Context: an optimization exercise on an open-source flow, tuned for small area. The choices shown serve that exercise and are no tape-out recipe. In this exercise RTL edits were held to simulation tests only and were not proved equivalent to the original. Power and IR drop assume default switching activity.

[flow/run.sh]
#!/bin/bash
# synth_recipe.tcl (not shown) runs the flow's synth.tcl, then flattens the netlist and writes it again
# the make line also repeats each setting of config.mk as NAME=value (left out here)
make -C /OpenROAD-flow-scripts/flow DESIGN_CONFIG=/design/flow/config.mk WORK_HOME=/design/flow/orfs CLKGATE_MAP_FILE= SYNTH_SCRIPT=/design/flow/synth_recipe.tcl finish
[flow/config.mk]
export PLATFORM = sky130hd
export DESIGN_NAME = axi_delayer
export DESIGN_NICKNAME = axi_delayer
export VERILOG_FILES = /design/flow/design.v
export SDC_FILE = /design/flow/constraint.sdc
export NUM_CORES = 4
export LEC_CHECK = 0
export CAP_MARGIN = 20
export CORE_MARGIN = 2
export CORE_UTILIZATION = 40
export SLEW_MARGIN = 20
[flow/constraint.sdc]
create_clock -name core_clock -period 10.0 [get_ports {clk_i}]
set_input_delay 2.0000 -clock core_clock [delete_from_list [all_inputs] [get_ports {clk_i}]]
set_output_delay 2.0000 -clock core_clock [all_outputs]
set_load 0.01 [all_outputs]
[flow/design.v]
`timescale 1ns/10ps
package video_pkg;
   typedef logic [23:0] pixel_t;
   localparam int PIXEL_BYTES = 3;
endpackage
package axi_pkg;
   typedef logic [31:0] axi_addr_t;
   typedef logic [63:0] axi_data_t;
   localparam int BEAT_BYTES  = 8;
   localparam int BURST_BEATS = 16;
   localparam int BURST_BYTES = BEAT_BYTES * BURST_BEATS;
   localparam int AXI_LEN        = BURST_BEATS - 1;
   localparam int AXI_SIZE       = 3;   
   localparam int AXI_BURST_INCR = 1;
   typedef enum logic [1:0] {
      WR_IDLE,
      WR_ADDR,   
      WR_DATA    
   } wr_state_t;
endpackage
`timescale 1ns/10ps
module repacker #(
   parameter int IN   = 3,
   parameter int OUT  = 8,
   parameter int BUFF = 11
) (
   input  logic            clk_i,
   input  logic            rst_ni,
   input  logic            srst_i,
   input  logic            in_val_i,
   output logic            in_rdy_o,
   input  logic [IN*8-1:0] in_data_i,
   output logic            out_val_o,
   input  logic            out_rdy_i,
   output logic [OUT*8-1:0] out_data_o
);
   localparam int FW = $clog2(BUFF + 1);
   logic [BUFF*8-1:0] buf_q;
   logic [BUFF*8-1:0] buf_d;
   logic [FW-1:0]     fill_q;
   logic [FW-1:0]     fill_d;
   logic              in_fire;
   logic              out_fire;
   assign in_rdy_o   = (BUFF - int'(fill_q)) >= IN;
   assign out_val_o  = int'(fill_q) >= OUT;
   assign out_data_o = buf_q[OUT*8-1:0];
   assign in_fire  = in_val_i && in_rdy_o;
   assign out_fire = out_val_o && out_rdy_i;
   always_comb begin
      buf_d  = buf_q;
      fill_d = fill_q;
      if (out_fire) begin
         buf_d  = buf_d >> (OUT * 8);   
         fill_d = fill_d - FW'(OUT);
      end
      if (in_fire) begin
         buf_d  = buf_d | ({{((BUFF - IN) * 8){1'b0}}, in_data_i} << {fill_d, 3'b000});
         fill_d = fill_d + FW'(IN);
      end
   end
   always_ff @(posedge clk_i or negedge rst_ni) begin
      if (!rst_ni) begin
         buf_q  <= '0;
         fill_q <= '0;
      end else if (srst_i) begin
         buf_q  <= '0;
         fill_q <= '0;
      end else begin
         buf_q  <= buf_d;
         fill_q <= fill_d;
      end
   end
endmodule
`timescale 1ns/10ps
module frame_fifo #(
   parameter int WIDTH     = 64,
   parameter int DEPTH     = 64,
   parameter int BURST_LEN = 16
) (
   input  logic             clk_i,
   input  logic             rst_ni,
   input  logic             srst_i,
   input  logic             in_val_i,
   output logic             in_rdy_o,
   input  logic [WIDTH-1:0] in_data_i,
   input  logic             pop_i,
   output logic [WIDTH-1:0] data_o,
   output logic             burst_avail_o
);
   localparam int AW = $clog2(DEPTH);
   localparam int CW = $clog2(DEPTH + 1);
   logic [WIDTH-1:0] mem_q [DEPTH];
   logic [AW-1:0]    wr_ptr_q;
   logic [AW-1:0]    rd_ptr_q;
   logic [CW-1:0]    count_q;
   logic             push;
   logic             pop;
   assign in_rdy_o      = count_q != CW'(DEPTH);
   assign push          = in_val_i && in_rdy_o;
   assign pop           = pop_i && (count_q != '0);   
   assign data_o        = mem_q[rd_ptr_q];
   assign burst_avail_o = count_q >= CW'(BURST_LEN);
   always_ff @(posedge clk_i) begin
      if (push) begin
         mem_q[wr_ptr_q] <= in_data_i;
      end
   end
   always_ff @(posedge clk_i or negedge rst_ni) begin
      if (!rst_ni) begin
         wr_ptr_q <= '0;
         rd_ptr_q <= '0;
         count_q  <= '0;
      end else if (srst_i) begin
         wr_ptr_q <= '0;
         rd_ptr_q <= '0;
         count_q  <= '0;
      end else begin
         if (push) begin
            wr_ptr_q <= (wr_ptr_q == AW'(DEPTH - 1)) ? '0 : wr_ptr_q + 1'b1;
         end
         if (pop) begin
            rd_ptr_q <= (rd_ptr_q == AW'(DEPTH - 1)) ? '0 : rd_ptr_q + 1'b1;
         end
         case ({push, pop})
            2'b10:   count_q <= count_q + 1'b1;
            2'b01:   count_q <= count_q - 1'b1;
            default: count_q <= count_q;
         endcase
      end
   end
endmodule
`timescale 1ns/10ps
module frame_reader #(
   parameter int FRAME_BYTES = 384
) (
   input  logic               clk_i,
   input  logic               rst_ni,
   input  logic               frame_start_i,
   input  axi_pkg::axi_addr_t bank_base_i,
   input  logic               enable_i,
   input  logic               m_axi_arready_i,
   output logic               m_axi_arvalid_o,
   output axi_pkg::axi_addr_t m_axi_araddr_o,
   input  logic               m_axi_rvalid_i,
   input  axi_pkg::axi_data_t m_axi_rdata_i,
   input  logic               m_axi_rlast_i,
   output logic               m_axi_rready_o,
   output logic               beats_val_o,
   input  logic               beats_rdy_i,
   output axi_pkg::axi_data_t beats_data_o
);
   localparam int NBURST = FRAME_BYTES / axi_pkg::BURST_BYTES;
   localparam int PW     = $clog2(NBURST + 1);
   logic               arvalid_q;
   axi_pkg::axi_addr_t addr_q;
   axi_pkg::axi_addr_t last_q;
   logic [PW-1:0]      pend_q;   
   logic               beat_val_q;
   axi_pkg::axi_data_t beat_data_q;
   logic               ar_fire;
   logic               r_fire;
   logic               burst_done;
   assign ar_fire    = arvalid_q && m_axi_arready_i;
   assign r_fire     = m_axi_rvalid_i && m_axi_rready_o;
   assign burst_done = r_fire && m_axi_rlast_i;
   assign m_axi_arvalid_o = arvalid_q;
   assign m_axi_araddr_o  = addr_q;
   assign m_axi_rready_o  = beats_rdy_i && (pend_q != '0);
   assign beats_val_o     = beat_val_q;
   assign beats_data_o    = beat_data_q;
   always_ff @(posedge clk_i or negedge rst_ni) begin
      if (!rst_ni) begin
         arvalid_q <= 1'b0;
         addr_q    <= '0;
         last_q    <= '0;
      end else if (frame_start_i) begin
         arvalid_q <= enable_i;
         addr_q    <= bank_base_i;
         last_q    <= bank_base_i + axi_pkg::axi_addr_t'(FRAME_BYTES - axi_pkg::BURST_BYTES);
      end else if (ar_fire) begin
         arvalid_q <= enable_i && (addr_q != last_q);   
         addr_q    <= addr_q + axi_pkg::axi_addr_t'(axi_pkg::BURST_BYTES);
      end
   end
   always_ff @(posedge clk_i or negedge rst_ni) begin
      if (!rst_ni) begin
         pend_q <= '0;
      end else if (frame_start_i) begin
         pend_q <= '0;
      end else begin
         case ({ar_fire, burst_done})
            2'b10:   pend_q <= pend_q + 1'b1;
            2'b01:   pend_q <= pend_q - 1'b1;
            default: pend_q <= pend_q;
         endcase
      end
   end
   always_ff @(posedge clk_i or negedge rst_ni) begin
      if (!rst_ni) begin
         beat_val_q <= 1'b0;
      end else if (frame_start_i) begin
         beat_val_q <= 1'b0;
      end else if (r_fire) begin
         beat_val_q <= 1'b1;
      end else if (beats_rdy_i) begin
         beat_val_q <= 1'b0;   
      end
   end
   always_ff @(posedge clk_i) begin
      if (r_fire) begin
         beat_data_q <= m_axi_rdata_i;
      end
   end
endmodule
`timescale 1ns/10ps
module frame_writer #(
   parameter int FRAME_BYTES = 384
) (
   input  logic               clk_i,
   input  logic               rst_ni,
   input  logic               frame_start_i,
   input  axi_pkg::axi_addr_t bank_base_i,
   input  logic               enable_i,
   input  logic               burst_avail_i,
   input  axi_pkg::axi_data_t fifo_data_i,
   output logic               fifo_pop_o,
   input  logic               m_axi_awready_i,
   output logic               m_axi_awvalid_o,
   output axi_pkg::axi_addr_t m_axi_awaddr_o,
   input  logic               m_axi_wready_i,
   output logic               m_axi_wvalid_o,
   output axi_pkg::axi_data_t m_axi_wdata_o,
   output logic               m_axi_wlast_o
);
   axi_pkg::wr_state_t state_q;
   axi_pkg::axi_addr_t addr_q;
   axi_pkg::axi_addr_t last_q;
   logic               done_q;   
   logic [3:0]         beat_q;
   logic               w_fire;
   assign m_axi_awvalid_o = state_q == axi_pkg::WR_ADDR;
   assign m_axi_awaddr_o  = addr_q;
   assign m_axi_wvalid_o  = state_q == axi_pkg::WR_DATA;
   assign m_axi_wdata_o   = fifo_data_i;   
   assign m_axi_wlast_o   = m_axi_wvalid_o && (beat_q == 4'(axi_pkg::AXI_LEN));
   assign w_fire     = m_axi_wvalid_o && m_axi_wready_i;
   assign fifo_pop_o = w_fire;
   always_ff @(posedge clk_i or negedge rst_ni) begin
      if (!rst_ni) begin
         state_q <= axi_pkg::WR_IDLE;
         addr_q  <= '0;
         last_q  <= '0;
         done_q  <= 1'b1;   
         beat_q  <= '0;
      end else if (frame_start_i) begin
         state_q <= axi_pkg::WR_IDLE;
         addr_q  <= bank_base_i;
         last_q  <= bank_base_i + axi_pkg::axi_addr_t'(FRAME_BYTES - axi_pkg::BURST_BYTES);
         done_q  <= 1'b0;
         beat_q  <= '0;
      end else begin
         case (state_q)
            axi_pkg::WR_IDLE: begin
               if (enable_i && burst_avail_i && !done_q) begin
                  state_q <= axi_pkg::WR_ADDR;
               end
            end
            axi_pkg::WR_ADDR: begin
               if (m_axi_awready_i) begin
                  state_q <= axi_pkg::WR_DATA;
                  beat_q  <= '0;
               end
            end
            axi_pkg::WR_DATA: begin
               if (w_fire) begin
                  beat_q <= beat_q + 1'b1;
                  if (beat_q == 4'(axi_pkg::AXI_LEN)) begin
                     state_q <= axi_pkg::WR_IDLE;
                     done_q  <= addr_q == last_q;
                     addr_q  <= addr_q + axi_pkg::axi_addr_t'(axi_pkg::BURST_BYTES);
                  end
               end
            end
            default: state_q <= axi_pkg::WR_IDLE;
         endcase
      end
   end
endmodule
`timescale 1ns/10ps
module axi_delayer #(
   parameter int          H_WIDTH     = 64,
   parameter int          V_HEIGHT    = 16,
   parameter logic [31:0] BASE        = 32'h2000_0000,
   parameter int          RFIFO_DEPTH = 24,
   parameter int          WFIFO_DEPTH = 64
) (
   input  logic        clk_i,
   input  logic        rst_ni,
   input  logic        ren_i,
   input  logic        wen_i,
   input  logic        vs_i,
   input  logic        de_i,
   input  logic [23:0] data_i,
   output logic [23:0] data_o,
   output logic        m_axi_arvalid_o,
   input  logic        m_axi_arready_i,
   output logic [31:0] m_axi_araddr_o,
   input  logic        m_axi_rvalid_i,
   output logic        m_axi_rready_o,
   input  logic [63:0] m_axi_rdata_i,
   input  logic        m_axi_rlast_i,
   output logic        m_axi_awvalid_o,
   input  logic        m_axi_awready_i,
   output logic [31:0] m_axi_awaddr_o,
   output logic        m_axi_wvalid_o,
   input  logic        m_axi_wready_i,
   output logic [63:0] m_axi_wdata_o,
   output logic        m_axi_wlast_o,
   input  logic        m_axi_bvalid_i,
   output logic        m_axi_bready_o
);
   localparam int PB = video_pkg::PIXEL_BYTES;
   localparam int BB = axi_pkg::BEAT_BYTES;
   localparam int                 FRAME_BYTES = H_WIDTH * V_HEIGHT * PB;
   localparam axi_pkg::axi_addr_t BANK_A      = BASE;
   localparam axi_pkg::axi_addr_t BANK_B      = BASE + axi_pkg::axi_addr_t'(FRAME_BYTES);
   logic               vs_q;
   logic               vs_rise;
   logic               bank_q;
   axi_pkg::axi_addr_t wr_base;
   axi_pkg::axi_addr_t rd_base;
   axi_pkg::axi_data_t wf_data;
   logic               wf_avail;
   logic               wf_pop;
   logic               wp_rdy;
   logic               ww_val;
   logic               ww_rdy;
   logic [BB*8-1:0]    ww_data;
   logic               rb_val;
   logic               rb_rdy;
   logic [BB*8-1:0]    rb_data;
   logic               rp_val;
   logic               rp_rdy;
   logic [PB*8-1:0]    rp_data;
   assign vs_rise = vs_i && !vs_q;
   always_ff @(posedge clk_i or negedge rst_ni) begin
      if (!rst_ni) begin
         vs_q   <= 1'b0;
         bank_q <= 1'b0;
      end else begin
         vs_q   <= vs_i;
         bank_q <= bank_q ^ vs_rise;
      end
   end
   assign wr_base = bank_q ? BANK_A : BANK_B;
   assign rd_base = bank_q ? BANK_B : BANK_A;
   repacker #(.IN(PB), .OUT(BB), .BUFF(PB + BB)) w_pack_inst (
      .clk_i(clk_i), .rst_ni(rst_ni), .srst_i(vs_rise),
      .in_val_i(de_i), .in_rdy_o(wp_rdy), .in_data_i(data_i),
      .out_val_o(ww_val), .out_rdy_i(ww_rdy), .out_data_o(ww_data)
   );
   frame_fifo #(.WIDTH(BB * 8), .DEPTH(WFIFO_DEPTH), .BURST_LEN(axi_pkg::BURST_BEATS))
      w_fifo_inst (
         .clk_i(clk_i), .rst_ni(rst_ni), .srst_i(vs_rise),
         .in_val_i(ww_val), .in_rdy_o(ww_rdy), .in_data_i(ww_data), .pop_i(wf_pop),
         .data_o(wf_data), .burst_avail_o(wf_avail)
      );
   frame_writer #(.FRAME_BYTES(FRAME_BYTES)) writer_inst (
      .clk_i(clk_i), .rst_ni(rst_ni), .frame_start_i(vs_rise), .bank_base_i(wr_base),
      .enable_i(wen_i), .burst_avail_i(wf_avail), .fifo_data_i(wf_data), .fifo_pop_o(wf_pop),
      .m_axi_awready_i(m_axi_awready_i), .m_axi_awvalid_o(m_axi_awvalid_o),
      .m_axi_awaddr_o(m_axi_awaddr_o), .m_axi_wready_i(m_axi_wready_i),
      .m_axi_wvalid_o(m_axi_wvalid_o), .m_axi_wdata_o(m_axi_wdata_o),
      .m_axi_wlast_o(m_axi_wlast_o)
   );
   frame_reader #(.FRAME_BYTES(FRAME_BYTES)) reader_inst (
      .clk_i(clk_i), .rst_ni(rst_ni), .frame_start_i(vs_rise), .bank_base_i(rd_base),
      .enable_i(ren_i), .m_axi_arready_i(m_axi_arready_i), .m_axi_arvalid_o(m_axi_arvalid_o),
      .m_axi_araddr_o(m_axi_araddr_o), .m_axi_rvalid_i(m_axi_rvalid_i),
      .m_axi_rdata_i(m_axi_rdata_i), .m_axi_rlast_i(m_axi_rlast_i),
      .m_axi_rready_o(m_axi_rready_o),
      .beats_val_o(rb_val), .beats_rdy_i(rb_rdy), .beats_data_o(rb_data)
   );
   repacker #(.IN(BB), .OUT(PB), .BUFF(2 * BB * PB)) r_pack_inst (
      .clk_i(clk_i), .rst_ni(rst_ni), .srst_i(vs_rise),
      .in_val_i(rb_val), .in_rdy_o(rb_rdy), .in_data_i(rb_data),
      .out_val_o(rp_val), .out_rdy_i(rp_rdy), .out_data_o(rp_data)
   );
   frame_fifo #(.WIDTH(PB * 8), .DEPTH(RFIFO_DEPTH), .BURST_LEN(1)) r_fifo_inst (
      .clk_i(clk_i), .rst_ni(rst_ni), .srst_i(vs_rise),
      .in_val_i(rp_val), .in_rdy_o(rp_rdy), .in_data_i(rp_data), .pop_i(de_i),
      .data_o(data_o), .burst_avail_o()
   );
   assign m_axi_bready_o = 1'b1;   
endmodule
==> results.py <==
metrics = {
    "critical_path": {
        "crit_type": "register to output port",
        "end_kind": "output port",
        "rr_worst_depth": 10,
        "path_buf_inv": 3,
        "crit_slowest_cell": "dfrtp_4",
        "cp_max_fo": 41,
        "cp.arrival_ns": 5.47,
        "critPathMaxStageDelay_ns": 1.08,
        "critPathLaunchType": "register",
        "crit_family": "multiplexers",
        "r2r_end": "r_pack_inst.buf_q[130]",
        "path_cells": "buf_4 > buf_4 > mux4_2 > mux4_2 > mux4_2 > clkdlybuf4s50_1",
        "crit_top_cell": "mux4_2",
        "r2r_setup_slack_ns": 4.43,
        "worstReg2RegStart": "r_pack_inst.fill_q[1]",
        "required_ns": 8.00,
    },
    "timing": {
        "finalSetupViolCount": 0,
        "setup_tns_ns": 0,
        "finalCritPeriodShare_pct": 74.74,
        "rsz0062_at_grt": "false",
        "max_slew_margin_pct": 11.28,
        "finClkSkew_ns": 0.08532,
        "min_period_ns": 7.474,
        "clock.fmax_mhz": 133.8,
        "final-max-slew-violation-count": 0,
        "hold_viol": 0,
        "tightest_slew_ns": 1.331,
    },
    "yosys": {
        "ys_ff_latch": 5321,
        "synthCells": 10620,
        "synth_area_um2": 213600,
        "ys_top_cells_by_area": "edfxtp_1, mux4_2, dfrtp_1",
        "synth-main-ff-cell": "edfxtp_1",
        "synth-seq-area-share_pct": 73.44,
        "synth_top_area_share_pct": 66.58,
        "syn_avg_cell_area_um2": 20.12,
        "synth_edf_count": 4736,
        "synth.distinct_cells": 90,
        "yosys_warnings": 7,
        "post-synth-top-area-cell": "edfxtp_1",
        "synthArstFlopShare_pct": 10.99,
    },
    "power_and_ir_drop": {
        "intPower_mw": 45.36,
        "swShare_pct": 31.99,
        "leakage_nw": 77.41,
        "ir_drop_v": 0.0003815,
        "p_per_area_nw_per_um2": 273.5,
        "netSwitchingPower_mw": 21.33,
        "p_comb_share_pct": 26.5,
        "clockPowerShare_pct": 30.2,
        "p_seq_share_pct": 43.3,
    },
    "die": {
        "ioPinCount": 258,
        "die_h_um": 734.7,
        "rows": 268,
        "coreArea_um2": 532200,
        "die_w_um": 734.7,
        "die-area_um2": 539800,
        "start_util_pct": 40.14,
    },
    "clock_network": {
        "worstSkewPairLatency_ns": 1.08,
        "cts_num_sinks": 5321,
        "root_buffer": "clkbuf_16",
        "cts_max_path_buffers": 4,
        "cts.reportedPaths.clkPinSlew_ns": 0.06,
        "ctsResizeCount": 0,
        "cts_buffers": 562,
        "cts_tree": "built",
        "cts_setup_buffers": 0,
        "cts_hold_buf": 0,
        "htree_levels": 6,
    },
    "placed_design": {
        "gp_congestion": 0.8974,
        "dp.final_hpwl_um": 338200,
        "io_buffers": 241,
    },
    "finish": {
        "ff_latch_area_um2": 156900,
        "fillers": 44010,
        "drive_gt1_share_pct": 25.09,
        "syn2layout_area_growth_pct": 14.15,
        "fin_util_pct": 45.82,
        "final_net_count": 11230,
        "multi_input_area_um2": 54390,
    },
    "detailed_routing": {
        "drc": 0,
        "dr.pass1.iters": 7,
        "via_per_inst": 6.127,
        "via_count": 113800,
        "drt_iter0_markers": 15650,
        "postRouteAntennaNets": 0,
        "wl_per_cell_um": 33.41,
        "wirelength_um": 620800,
    },
    "global_routing": {
        "grt_first_pass_wirelength_um": 866900,
        "grt.total_usage_pct": 22.43,
        "grt-ovfl-total": 0,
        "grt_pass1_vias": 113100,
        "antenna_found_initial": 22,
        "grt_max_degree": 169,
    },
    "worst_hold_path": {
        "holdCritStartpoint": "r_pack_inst.buf_q[365]",
        "min_path_cells": 2,
        "hp-class": "register to register",
        "holdPathEnd": "r_pack_inst.buf_q[365]",
    },
    "status": {
        "status": "complete, no violations",
    },
    "job": {
        "maxCapViolCount": 0,
    },
}
==> per-layer routing <==
metal / track usage, % / vias up / part of all wire, %
met2: 35.53 / 6129 / 47
li1: - / 45180 / -
met1: 31.63 / 61410 / 40
met5: 0 / - / 0.017
met3: 4.528 / 1113 / 9.3
met4: 6.606 / 16 / 3.2
==> worst reg2reg max path: cells and delay by family (launching register included) <==
family / cells / cell delay [ns]
flip-flops: 1 / 0.34
AO/OA/AOI/OAI: 3 / 1.15
AND/OR/NAND/NOR: 2 / 1.48
adder cells (fa/ha/maj): 1 / 0.38
buffers and inverters: 4 / 2.07
==> power groups by stage <==
stage	combinational, mW	clock (mW)	sequential [mW]
global route	18.6	21.3	29.0
finish	17.7	20.2	28.9
global placement	17.0	0	29.2
floorplan	10.8	0	29.5
CTS	17.4	20.4	28.9
detailed placement	17.3	0	29.3
==> metrics by stage <==
| step | hold slack, ns | total power, mW | worst slack, ns | instance area, um^2 | cells |
|---|---|---|---|---|---|
| final | 0.4759 | 66.69 | 2.526 | 243800 | 18580 |
| after global routing | 0.5067 | 68.90 | 2.232 | 243800 | 18570 |
| after CTS | 0.4828 | 66.66 | 2.298 | 243600 | 18560 |
| after detailed placement | 0.4704 | 46.64 | 3.496 | 226000 | 17560 |
| after global placement | 0.4614 | 46.16 | 3.508 | 225600 | 17540 |
| after floorplan | 0.4458 | 40.26 | 3.168 | 213600 | 10630 |
==> cell type report <==
type / instances / share of cell area, %
clock buffer: 709 / 6.148
clock inverter: 298 / 1.081
timing repair buffer: 594 / 2.404
inverter: 51 / 0.07851
antenna: 11 / 0.01129
multi-input combinational: 4576 / 22.31
sequential: 5321 / 64.37
tap: 7020 / 3.602
==> placed cells by master, fill, tap and decap left out, types with 25 or more instances in the layout <==
cell             synthesis  routed
a221oi_1                62      62
and3_1                  35      30
xnor2_1                 30      29
dfrtp_1                584     556
xor2_1                  42      42
edfxtp_1              4736    4736
o21ai_0                210     210
nor2_1                 482     409
clkbuf_16                0     574
nand4_1                 37      37
a21oi_1                202     198
a22o_1                  52      52
clkbuf_1               387     123
nand2_1                496     490
mux4_2                1523    1523
a31oi_1                 83      82
clkinv_1                 0     124
inv_1                   50      50
nor3_1                  41      37
o22ai_1                194     194
clkinv_2                 0      86
buf_12                   0      38
a211oi_1                40      39
mux2_2                  55      55
buf_4                   33     294
mux2i_1                382     380
nor2_4                   0      66
a32oi_1                 27      27
a21boi_0                25      25
clkdlybuf4s50_1          0     240
bufinv_16                0      28
a22oi_1                 85      85
nand3_1                 77      77
==> flip-flops by register name, indices dropped and copies added (netlist names), 6 cells and up <==
register                 cells
w_fifo_inst.mem_q         4096
r_fifo_inst.mem_q          576
r_pack_inst.buf_q          384
w_pack_inst.buf_q           88
reader_inst.beat_data_q     64
reader_inst.addr_q          25
writer_inst.addr_q          25
w_fifo_inst.count_q          7
r_pack_inst.fill_q           6
w_fifo_inst.rd_ptr_q         6
w_fifo_inst.wr_ptr_q         6
==> cell usage after synthesis, types with 22 or more instances <==
| master | count |
|---|---|
| a211oi_1 | 40 |
| o22ai_1 | 194 |
| buf_4 | 33 |
| a31oi_1 | 83 |
| buf_1 | 49 |
| nor2b_1 | 24 |
| mux2i_1 | 382 |
| buf_2 | 205 |
| a21boi_0 | 25 |
| and2_1 | 25 |
| inv_1 | 50 |
| ha_1 | 25 |
| o32ai_1 | 24 |
| dfrtp_1 | 584 |
| edfxtp_1 | 4736 |
| and3_1 | 35 |
| mux4_2 | 1523 |
| nand2_1 | 496 |
| o211ai_1 | 22 |
| a22o_1 | 52 |
| a21oi_1 | 202 |
| o21ai_0 | 210 |
| nand4_1 | 37 |
| a221oi_1 | 62 |
| xnor2_1 | 30 |
| nor2_1 | 482 |
| nand3_1 | 77 |
| clkbuf_1 | 387 |
| a32oi_1 | 27 |
| mux2_2 | 55 |
| a22oi_1 | 85 |
| nor3_1 | 41 |
| xor2_1 | 42 |
==> cells by family (layout without fill, tap and decap cells) <==
group	Yosys count	count (layout)	share of synthesized area [%]
other cells	2	26	0.003516
fa+ha+maj	28	28	0.1746
mux	1961	1961	18.15
simple gates	1308	1308	2.654
compound gates	1192	1192	3.807
xor+xnor	72	72	0.2952
flops	5321	5321	73.44
buf+inv	731	1652	1.484
==> how the worst max path moves through the flow <==
stage / end / start / slack (ns) / cells after the start
finish: m_axi_wdata_o[55] / w_fifo_inst.rd_ptr_q[0] / 2.53 / 6
global route: m_axi_wdata_o[55] / w_fifo_inst.rd_ptr_q[0] / 2.23 / 6
CTS: m_axi_wdata_o[55] / w_fifo_inst.rd_ptr_q[0] / 2.30 / 6
detailed placement: m_axi_wdata_o[55] / w_fifo_inst.rd_ptr_q[0] / 3.50 / 6
global placement: m_axi_wdata_o[55] / w_fifo_inst.rd_ptr_q[0] / 3.51 / 6
floorplan: reader_inst.pend_q[4] / m_axi_rvalid_i / 3.17 / 10

## separate check: timing with driven ports
In the flow no input, the clock included, has a driving cell. The finished layout below was timed again as built, in two steps.
Step 1 assumes that a clkbuf_16 drives the clock port and a buf_2 every other input.
Step 2 moves the port delays by t, midway between the first and last clock arrival at a register: inputs arrive t later, outputs are due t later. That takes back most of the time a late clock gives input paths.
Slacks: ideal ports / drivers / drivers and shift; pairs: ideal ports / drivers.
shift t [ns]: 1.164
setup WS [ns]: 2.526 / 2.408 / 3.572
hold slack, ns: 0.476 / 0.476 / 0.476
worst setup path at the end: register to output
worst slew at a driven data input, ns: 0.25
After both steps setup and hold are still met in this run. The setup slack of this run moves by -0.118 ns with the drivers and by +1.046 ns with both steps.
